From an optimization exercise on the open Yosys and OpenROAD flow, aimed at small area; shortcuts taken in it are not production practice. Only simulation tests tie the RTL to the original design; equivalence was not proved. Power figures rest on the tool's default switching activity, not on a simulated workload.

$ cat flow/design.v
`default_nettype none
package sd_loader_pkg;
    localparam int SEC_ADDR_W = 32;
    localparam int FILE_NUM   = 3;
    localparam int FILE_SEL_W = 2;
    localparam int SEC_BYTES  = 512;
    localparam int RD_DATA_W  = 16;        
    typedef struct packed {
        logic [SEC_ADDR_W-1:0] start_sec;
        logic [SEC_ADDR_W-1:0] sec_cnt;
        logic [31:0]           ddr_base;
    } file_entry_t;
    function automatic logic [3*32-1:0] file_table(input logic [FILE_SEL_W-1:0] sel);
        case (sel)
            2'd0:    file_table = {32'd100, 32'd2, 32'h4000_0000};
            2'd1:    file_table = {32'd200, 32'd1, 32'h5000_0000};
            default: file_table = {32'd300, 32'd3, 32'h6000_0000};
        endcase
    endfunction
endpackage
`default_nettype wire
`default_nettype none
package dma_pkg;
    localparam int DMA_ADDR_W  = 32;
    localparam int DMA_DATA_W  = 64;
    localparam int BURST_WORDS = 64;
    localparam int BURST_IDX_W = 6;
endpackage
`default_nettype wire
`timescale 1ns/10ps
`default_nettype none
module sd_dma_loader (
    input  wire                                 clk_50M,
    input  wire                                 i_rst_n,
    input  wire                                 i_sd_init_done,
    input  wire                                 i_rd_busy,
    input  wire                                 i_rd_val_en,
    input  wire  [sd_loader_pkg::RD_DATA_W-1:0] i_rd_val_data,
    output wire                                 o_rd_start_en,
    output wire  [sd_loader_pkg::SEC_ADDR_W-1:0] o_rd_sec_addr,
    input  wire                                 i_dma_wbusy,
    input  wire                                 i_dma_wvalid,
    output wire  [dma_pkg::DMA_ADDR_W-1:0]      o_dma_waddr,
    output wire                                 o_dma_wareq,
    output wire  [dma_pkg::DMA_DATA_W-1:0]      o_dma_wdata,
    output wire                                 o_load_done
);
    localparam int HW  = sd_loader_pkg::RD_DATA_W;      
    localparam int DEP = dma_pkg::BURST_WORDS;          
    logic        start_en;    
    logic        pend;        
    logic        drain;       
    logic        filled;      
    logic        wareq;
    logic        req_sent;
    logic [2:0]  sec;         
    logic [7:0]  cnt;         
    wire take      = drain & i_dma_wvalid;
    wire last_take = take & (cnt[7:2] == 6'd63);
    wire last_fill = (sec[2] & sec[1]);    
    wire start_ok  = i_sd_init_done & ~i_rd_busy & ~pend & ~drain & ~last_fill;
    always_ff @(posedge clk_50M or negedge i_rst_n) begin
        if (!i_rst_n) begin
            start_en <= 1'b0;
            pend     <= 1'b0;
            drain    <= 1'b0;
            filled   <= 1'b0;
            wareq    <= 1'b0;
            req_sent <= 1'b0;
            sec      <= 3'd0;
            cnt      <= 8'd0;
        end else begin
            start_en <= start_ok;
            filled   <= i_rd_val_en & (cnt == 8'd255);
            if (start_ok) pend <= 1'b1;
            if (filled) begin
                pend  <= 1'b0;
                drain <= 1'b1;
                sec   <= sec + 3'd1;
            end else if (last_take) begin
                drain <= 1'b0;
            end
            if (sec == 3'd6 && !drain) sec <= 3'd7;
            if (i_rd_val_en)  cnt <= cnt + 8'd1;
            else if (take)    cnt <= cnt + 8'd4;
            if (wareq && i_dma_wbusy) begin
                wareq <= 1'b0;
            end else if (drain && !req_sent && !i_dma_wbusy) begin
                wareq    <= 1'b1;
                req_sent <= 1'b1;
            end
            if (last_take) req_sent <= 1'b0;
        end
    end
    assign o_rd_start_en = start_en;
    assign o_dma_wareq   = wareq;
    assign o_load_done   = (sec == 3'd7);
    logic [8:0] sec_addr;
    always_comb begin
        case (sec)
            3'd0:    sec_addr = 9'd100;
            3'd1:    sec_addr = 9'd101;
            3'd2:    sec_addr = 9'd200;
            3'd3:    sec_addr = 9'd300;
            3'd4:    sec_addr = 9'd301;
            default: sec_addr = 9'd302;
        endcase
    end
    assign o_rd_sec_addr = {23'd0, sec_addr};
    logic [3:0] hi;
    logic [1:0] off;
    always_comb begin
        case (sec)
            3'd1:    begin hi = 4'h4; off = 2'd0; end
            3'd2:    begin hi = 4'h4; off = 2'd1; end
            3'd3:    begin hi = 4'h5; off = 2'd0; end
            3'd4:    begin hi = 4'h6; off = 2'd0; end
            3'd5:    begin hi = 4'h6; off = 2'd1; end
            default: begin hi = 4'h6; off = 2'd2; end
        endcase
    end
    assign o_dma_waddr = {hi, 17'd0, off, 9'd0};
    wire [HW-1:0] hw_swapped = {i_rd_val_data[7:0], i_rd_val_data[15:8]};
    genvar k;
    generate
        for (k = 0; k < 4; k++) begin : g_lane
            logic [HW*DEP-1:0] lane;
            wire shift = (i_rd_val_en & (cnt[1:0] == 2'(k))) | take;
            always_ff @(posedge clk_50M) begin
                if (shift) lane <= {lane[HW*(DEP-1)-1:0], hw_swapped};
            end
            assign o_dma_wdata[HW*k +: HW] = lane[HW*DEP-1 -: HW];
        end
    endgenerate
endmodule
`default_nettype wire
$ cat flow/run.sh
#!/bin/bash
# synth_recipe.tcl (not shown) runs the flow's synth.tcl, then flattens the netlist and writes it again
# the make line also repeats each setting of config.mk as NAME=value (left out here)
make -C /OpenROAD-flow-scripts/flow DESIGN_CONFIG=/design/flow/config.mk WORK_HOME=/design/flow/orfs CLKGATE_MAP_FILE= SYNTH_SCRIPT=/design/flow/synth_recipe.tcl finish
$ cat flow/config.mk
export PLATFORM = sky130hd
export DESIGN_NAME = sd_dma_loader
export DESIGN_NICKNAME = sd_dma_loader
export VERILOG_FILES = /design/flow/design.v
export SDC_FILE = /design/flow/constraint.sdc
export NUM_CORES = 4
export LEC_CHECK = 0
export CAP_MARGIN = 20
export CORE_MARGIN = 2
export CORE_UTILIZATION = 40
export SLEW_MARGIN = 20
$ cat flow/constraint.sdc
create_clock -name core_clock -period 10.0 [get_ports {clk_50M}]
set_input_delay 2.0000 -clock core_clock [delete_from_list [all_inputs] [get_ports {clk_50M}]]
set_output_delay 2.0000 -clock core_clock [all_outputs]
set_load 0.01 [all_outputs]
==> reports/results.ini, run 1 <==
[outcome]
status = no timing/DRC/antenna violations

[synth]
yosys.cell_types.count = 29
ys.warnings.count = 1
synth_top_area_share_pct = 98.5
yosys.area.top_type = edfxtp_1
synth-seq-cells = 4113
ys_async_sr_fraction_pct = 0.413
syn_area_per_cell_um2 = 28.9
syn-cell-area_um2 = 125000
synthTopCellsByArea = edfxtp_1 (98%), buf_4 (0.70%), dfrtp_1 (0.34%), ha_1 (0.12%), nand2_1 (0.054%)
netlist_instances = 4321
ys_seq_area_share_pct = 98.8
synthFlopType = edfxtp_1
synth_edf_count = 4096

[route]
drtIter0Drc = 3570
wl_per_cell_um = 13.9
drc = 0
routed_via_density = 4.28
dr.pass1.iters = 4
vias = 39600
drt-total-wl_mm = 129
ant_nets = 0

[floorplanning]
die_h_um = 563
core_area_um2 = 311000
die_w_um = 563
die-area_um2 = 317000
num_rows = 205
initial_core_util_pct = 40.1
ios = 154

[setup_path]
critPathCaptureType = output port
max_stage_delay_ps = 540
path_class = flop to output port
crit_arrival_ps = 2920
rr_startpoint = cnt[0]
cp_cell_sequence = inv_1 -> ha_1 -> or4_1 -> clkdlybuf4s50_1
critPathSlowestCell = or4_1
required_ps = 8000
r2r-end = g_lane[0].lane[27]
cp_max_fo = 10
crit_path_start_kind = flop
rr_worst_depth = 7
rrSetupSlack_ps = 6420

[sta]
fin_crit_ps = 4920
slew_violations = 0
skew_ps = 81.4
hold_viol_final = 0
fin_setup_tns_ps = 0
finalSetupViolCount = 0
fmax_mhz = 203
slew-limit-headroom_pct = 29.9
setup_ws_ps = 5080
grt_setup_unrepaired = no
worst_slew_pin_slew_ps = 1050
post-route-period-util_pct = 49.2

[global_route]
antenna_found_initial = 9
grt_overflow = 0
grt_usage_pct = 7.87
grt_pass1_vias = 39400
grt_pass1_wl_mm = 207
grt_start_max_net_pins = 224

[placement]
place_congestion = 0.670
dpl_worst_slack_ps = 4350
placedCellCount = 8525
port_buffers = 101
dpl.hpwl_mm = 54.4

[clock_network]
root_buffer = clkbuf_16
clock-sinks = 4113
cts_buffers = 403
cts_resized = 0
cts.path.max_buffers = 4
cts_tree = yes
cts_setup_buffers = 0
holdBufCountCts = 0
htree_levels = 5
clk_pin_slew_ps = 60
clk_latency_ps = 880

[finish]
syn_to_final_growth_pct = 15.0
final_common_cell = edfxtp_1
num-fill-cells = 24900
layout_common_cells = edfxtp_1 (4096), clkbuf_16 (408), clkdlybuf4s50_1 (101)
fin_cells = 9258
final_util_pct = 46.2
nets = 4827
drive_gt1_share_pct = 11.5

[worst_hold_path]
min_from = g_lane[1].lane[408]
hold_depth = 0
hold_end = g_lane[1].lane[424]
hp-class = flop to flop

[power]
leakage_uw = 0.0454
power_density_nw_per_um2 = 272
ir_drop_mv = 0.162
power_uw = 39100

[flow_run]
drv_cap = 0

-- metrics by stage --
stage	cell area, um^2	hold WS, ps
6_report	144000	364
5_1_grt	144000	361
4_1_cts	144000	352
3_5_place_dp	131000	405
3_3_place_gp	131000	400
2_1_floorplan	125000	400
-- area by class of cell --
class                   instances  area, um^2  share of cell area, %
clock buffers                 496       10500                   7.34
multi-input cells             129         778                  0.542
repair buffers                135        1560                   1.08
clock inverters               232        2120                   1.48
flip-flops and latches       4113      123000                   85.9
inverters                      10        37.5                 0.0261
diodes                          3        7.51                0.00523
well taps                    4140        5180                   3.61
-- how the worst max path moves through the flow --
stage	slack, ps	endpoint	startpoint	cells after the start
2_1_floorplan	-5310	g_lane[2].lane[0]	i_rd_val_en	3
5_1_grt	4900	o_rd_sec_addr[5]	sec[2]	4
3_3_place_gp	4420	g_lane[0].lane[299]	i_rd_val_en	5
6_report	5080	o_rd_sec_addr[2]	sec[2]	4
4_1_cts	4990	o_rd_sec_addr[5]	sec[2]	4
3_5_place_dp	4350	g_lane[3].lane[466]	i_rd_val_en	5
-- power by group --
| group | switching, uW | leakage (uW) | total, uW | internal, uW |
|---|---|---|---|---|
| Sequential | 680 | 0.0380 | 23600 | 22900 |
| Combinational | 1150 | 0.00119 | 1260 | 108 |
| Clock | 5900 | 0.00616 | 14300 | 8350 |
-- registers in the layout (all words and copies together) (netlist names) --
name         count
start_en         1
filled           1
sec              3
req_sent         1
wareq            1
cnt              8
g_lane.lane   4096
drain            1
pend             1
-- layer usage --
layer / vias up / global-route usage (%) / part of all wire, %
met1: 20200 / 11.2 / 47
met4: 10 / 3.70 / 3.7
met2: 642 / 11.3 / 44
met5: - / 0 / 0.055
li1: 18400 / - / -
met3: 368 / 2.03 / 4.6
-- Yosys cell counts (2+ instances only) --
cell / instances
mux2i_1: 2
nand2_1: 18
nor3_1: 2
inv_1: 10
xnor2_1: 6
nor2_1: 11
dfrtp_1: 17
o2111ai_1: 2
a21oi_1: 3
edfxtp_1: 4096
nand3_1: 3
xor2_1: 2
conb_1: 2
and3_1: 2
buf_4: 117
o21ai_0: 4
ha_1: 12
-- worst max-delay path: cells and delay by family, from the launching register on --
kind / cells / cell delay (ps)
DFF: 1 / 530
and+or+nand+nor: 1 / 540
buffers and inverters: 2 / 690
adders and majority gates: 1 / 270
-- logic make-up (layout without fill, tap and decap cells) --
| group | Yosys count | count (layout) | synth area share [%] |
|---|---|---|---|
| AO/OA/AOI/OAI | 13 | 13 | 0.0661 |
| XOR/XNOR | 8 | 8 | 0.0561 |
| adder cells (fa/ha/maj) | 12 | 12 | 0.120 |
| buffers and inverters | 129 | 873 | 0.740 |
| flip-flops | 4113 | 4113 | 98.8 |
| multiplexers | 3 | 3 | 0.0250 |
| other | 2 | 55 | 0.00601 |
| AND/OR/NAND/NOR | 41 | 41 | 0.147 |
==> inputs of run 2 (changes only) <==
--- a/flow/config.mk
+++ b/flow/config.mk
@@ -7,5 +7,7 @@
 export LEC_CHECK = 0
 export CAP_MARGIN = 20
 export CORE_MARGIN = 2
-export CORE_UTILIZATION = 40
+export CORE_UTILIZATION = 70
+export CTS_CLUSTER_DIAMETER = 100
+export CTS_CLUSTER_SIZE = 30
 export SLEW_MARGIN = 20
==> run 2 against run 1 <==
  * Still clean on timing, DRC and antenna
  * Register-to-register slack improved by 210 ps
  * Area after synthesis unchanged
  * Die area is 43% lower
  * Clock skew decreased by 61 ps
  * Synthesized cell count stayed put
  * Cell area is 7.6% lower
  * Final cell count fell by 25%
  * Sequential share of layout area is 7.1 points higher
  * Largest cell class unchanged
==> reports/results.ini, run 2 <==
[clock_network]
holdBufCountCts = 0  ; unchanged
clk_latency_ps = 810  ; -70 ps
root_buffer = clkbuf_16
htree_levels = 4  ; -1
cts_setup_buffers = 0  ; unchanged
cts_resized = 0  ; unchanged
cts_buffers = 155  ; -62%
cts.path.max_buffers = 3  ; -1
clock-sinks = 4113  ; unchanged
clk_pin_slew_ps = 110  ; +50 ps
cts_tree = yes

[synth]
synth.most_common_cell = edfxtp_1
synthTopCellsByArea = edfxtp_1 (98%), buf_4 (0.70%), dfrtp_1 (0.34%), ha_1 (0.12%), nand2_1 (0.054%)
yosys.cell_types.count = 29  ; unchanged
ys_async_sr_fraction_pct = 0.413  ; unchanged
ys_seq_area_share_pct = 98.8  ; unchanged
netlist_instances = 4321  ; unchanged
yosys.area.top_type = edfxtp_1
synth_edf_count = 4096  ; unchanged
ys.warnings.count = 1  ; unchanged
synth-seq-cells = 4113  ; unchanged
synthFlopType = edfxtp_1
syn_area_per_cell_um2 = 28.9  ; unchanged
synth_top_cells_by_count = edfxtp_1 (4096), buf_4 (117), nand2_1 (18)
syn-cell-area_um2 = 125000  ; unchanged
synth_top_area_share_pct = 98.5  ; unchanged

[sta]
fin_setup_tns_ps = 0  ; unchanged
fmax_mhz = 208  ; +2.3%
skew_ps = 20.8  ; -60.5 ps
slew-limit-headroom_pct = 26.6  ; -3.3 points
hold_viol_final = 0  ; unchanged
grt_setup_unrepaired = no
post-route-period-util_pct = 48.1  ; -1.1 points
worst_slew_pin_slew_ps = 1100  ; +49.3 ps
finalSetupViolCount = 0  ; unchanged
slew_violations = 0  ; unchanged
setup_ws_ps = 5190  ; +109 ps
fin_crit_ps = 4810  ; -109 ps

[finish]
drive_gt1_share_pct = 4.48  ; -7.0 points
syn_to_final_growth_pct = 6.29
largest_register = g_lane.lane
layout_common_cells = edfxtp_1 (4096), clkbuf_16 (159), clkdlybuf4s50_1 (101)
top_regs = g_lane.lane: 4096 flops, cnt: 8 flops, sec: 3 flops
largest_reg_flops = 4096  ; unchanged
final_common_cell = edfxtp_1
nets = 4581  ; -5.1%

[global_route]
grt_pass1_vias = 35000  ; -11%
grt_pass1_wl_mm = 189  ; -8.8%
grt_start_max_net_pins = 216  ; -3.6%
grt_overflow = 0  ; unchanged
antenna_found_initial = 4  ; -5
grt_usage_pct = 13.2  ; +5.3 points

[floorplanning]
core_area_um2 = 178000  ; -43%
die-area_um2 = 182000  ; -43%
ios = 154  ; unchanged
die_w_um = 426  ; -24%
num_rows = 155  ; -24%
die_h_um = 426  ; -24%
initial_core_util_pct = 70.2  ; +30 points

[route]
drtIter0Drc = 3399  ; -4.8%
wl_per_cell_um = 17.4  ; +25%
drt-total-wl_mm = 121  ; -6.6%
drc = 0  ; unchanged
dr.pass1.iters = 5  ; +1
routed_via_density = 5.35  ; +25%
vias = 37000  ; -6.6%
ant_nets = 0  ; unchanged

[power]
power_uw = 32100  ; -18%
combPwrFrac_pct = 3.8  ; +0.6 points
ir_drop_mv = 0.224  ; +38%
power_density_nw_per_um2 = 242  ; -11%
power_switching_share_pct = 19.3  ; -0.45 points
seq_power_share_pct = 73.7  ; +13 points
leakage_uw = 0.0412  ; -9.2%
p_int_uw = 25900  ; -18%
p_sw_uw = 6190  ; -20%
clkPwrFrac_pct = 22.5  ; -14 points

[setup_path]
crit_arrival_ps = 2810  ; -110 ps
critPathSlowestCell = dfrtp_1
cp_max_fo = 10  ; unchanged
rr_worst_depth = 6  ; -1
path_class = flop to output port
critPathCaptureType = output port
cp_cell_sequence = inv_1 -> ha_1 -> or4_1 -> clkdlybuf4s50_1
max_stage_delay_ps = 540  ; about the same
required_ps = 8000  ; about the same
crit_path_start_kind = flop

[placement]
dpl_worst_slack_ps = 4470  ; +117 ps
dpl.hpwl_mm = 55.1  ; +1.2%
place_congestion = 0.695  ; +3.6%
port_buffers = 101  ; unchanged

[outcome]
status = no timing/DRC/antenna violations

[worst_hold_path]
hp-class = flop to flop
hold_depth = 0  ; unchanged

[flow_run]
drv_cap = 0  ; unchanged

-- run 2: per-layer routing --
| layer | global-route usage [%] | share of wire, % | routed length [um] | vias up |
|---|---|---|---|---|
| met1 | 22.1 | 51 | 61000 | 19000 |
| li1 | - | - | - | 17500 |
| met5 | 0 | 0 | 0 | - |
| met4 | 3.88 | 2.1 | 2570 | 0 |
| met3 | 2.51 | 3.2 | 3910 | 178 |
| met2 | 18.4 | 44 | 53100 | 360 |
-- run 2: power groups by stage --
stage | clock [uW] | sequential (uW) | combinational (uW)
detailed placement | 0 | 24000 | 1280
finish | 7220 | 23600 | 1230
floorplan | 0 | 25200 | 903
CTS | 7580 | 23700 | 1270
global placement | 0 | 23900 | 1230
global route | 8110 | 23900 | 1390
-- run 2: cells by family after synthesis --
kind of cell	Yosys count	synth area share, %
AOI/OAI and AO/OA	13	0.0661
xor gates and xnor gates	8	0.0561
adders and majority gates	12	0.120
buffers and inverters	129	0.740
DFF	4113	98.8
muxes	3	0.0250
other	2	0.00601
and+or+nand+nor	41	0.147
-- run 2: final timing paths --
check                               startpoint                  end  slack, ps
setup / recovery                        sec[2]     o_rd_sec_addr[2]       5190
hold / removal             g_lane[2].lane[234]  g_lane[2].lane[250]        400
setup reg to reg                        cnt[0]  g_lane[2].lane[373]       6630
hold reg to reg            g_lane[2].lane[234]  g_lane[2].lane[250]        400
max in group asynchronous              i_rst_n                 pend       7900
min in group asynchronous              i_rst_n             req_sent       1640
-- run 2: metrics by stage --
| stage | cells | hold WS [ps] | utilization (%) | instance area [um^2] |
|---|---|---|---|---|
| final | 6913 | 401 | 74.6 | 133000 |
| after global routing | 6912 | 395 | 74.6 | 133000 |
| after CTS | 6911 | 404 | 74.6 | 133000 |
| after detailed placement | 6743 | 405 | 72.3 | 129000 |
| after global placement | 6743 | 400 | 72.3 | 129000 |
| after floorplan | 4371 | 400 | - | 125000 |
-- run 2: worst max-delay path: cells and delay by family (launching register included) --
family	cells	cell delay [ps]
buffers and inverters	2	670
flip-flops	1	540
AND/OR/NAND/NOR	1	530
adder cells (fa/ha/maj)	1	270
-- run 2: layout make-up --
cell class,instances,area [um^2]
antenna,1,2.50
clock buffer,166,4010
clock inverter,2,38.8
fill,9307,45100
inverter,10,37.5
multi-input combinational,129,778
sequential,4113,123000
tap,2355,2950
timing repair buffer,137,1500

-- port drivers added, routing unchanged --
The flow's constraints put no driver on any port. The routed layouts listed below were extracted and timed again, unchanged, in two steps.
Step 1 (the two cells are an assumption about what drives the block):
set clk [get_ports {clk_50M}]
set_driving_cell -lib_cell sky130_fd_sc_hd__clkbuf_16 $clk
set_driving_cell -lib_cell sky130_fd_sc_hd__buf_2 [delete_from_list [all_inputs] $clk]
Step 2, shift: input delay + t, output delay - t, t = (earliest + latest rising clock arrival at the registers) / 2. This alone moves slack from input paths to output paths.
a / b / c = no drivers / after step 1 / after step 2; a / b = the first two.
run	shift t [ns]	setup slack, ns	hold WS [ns]	slew at the worst register clock pin (ns)
run 1	0.932	5.083 / 4.992 / 4.254	0.364 / 0.364 / 0.364	0.06 / 0.06
run 2	0.875	5.192 / 5.115 / 4.477	0.401 / 0.401 / 0.401	0.11 / 0.11
After both steps every run listed still meets setup and hold. For run 1, which loses most, drivers alone change the setup slack by -0.091 ns; drivers and shift together by -0.829 ns.
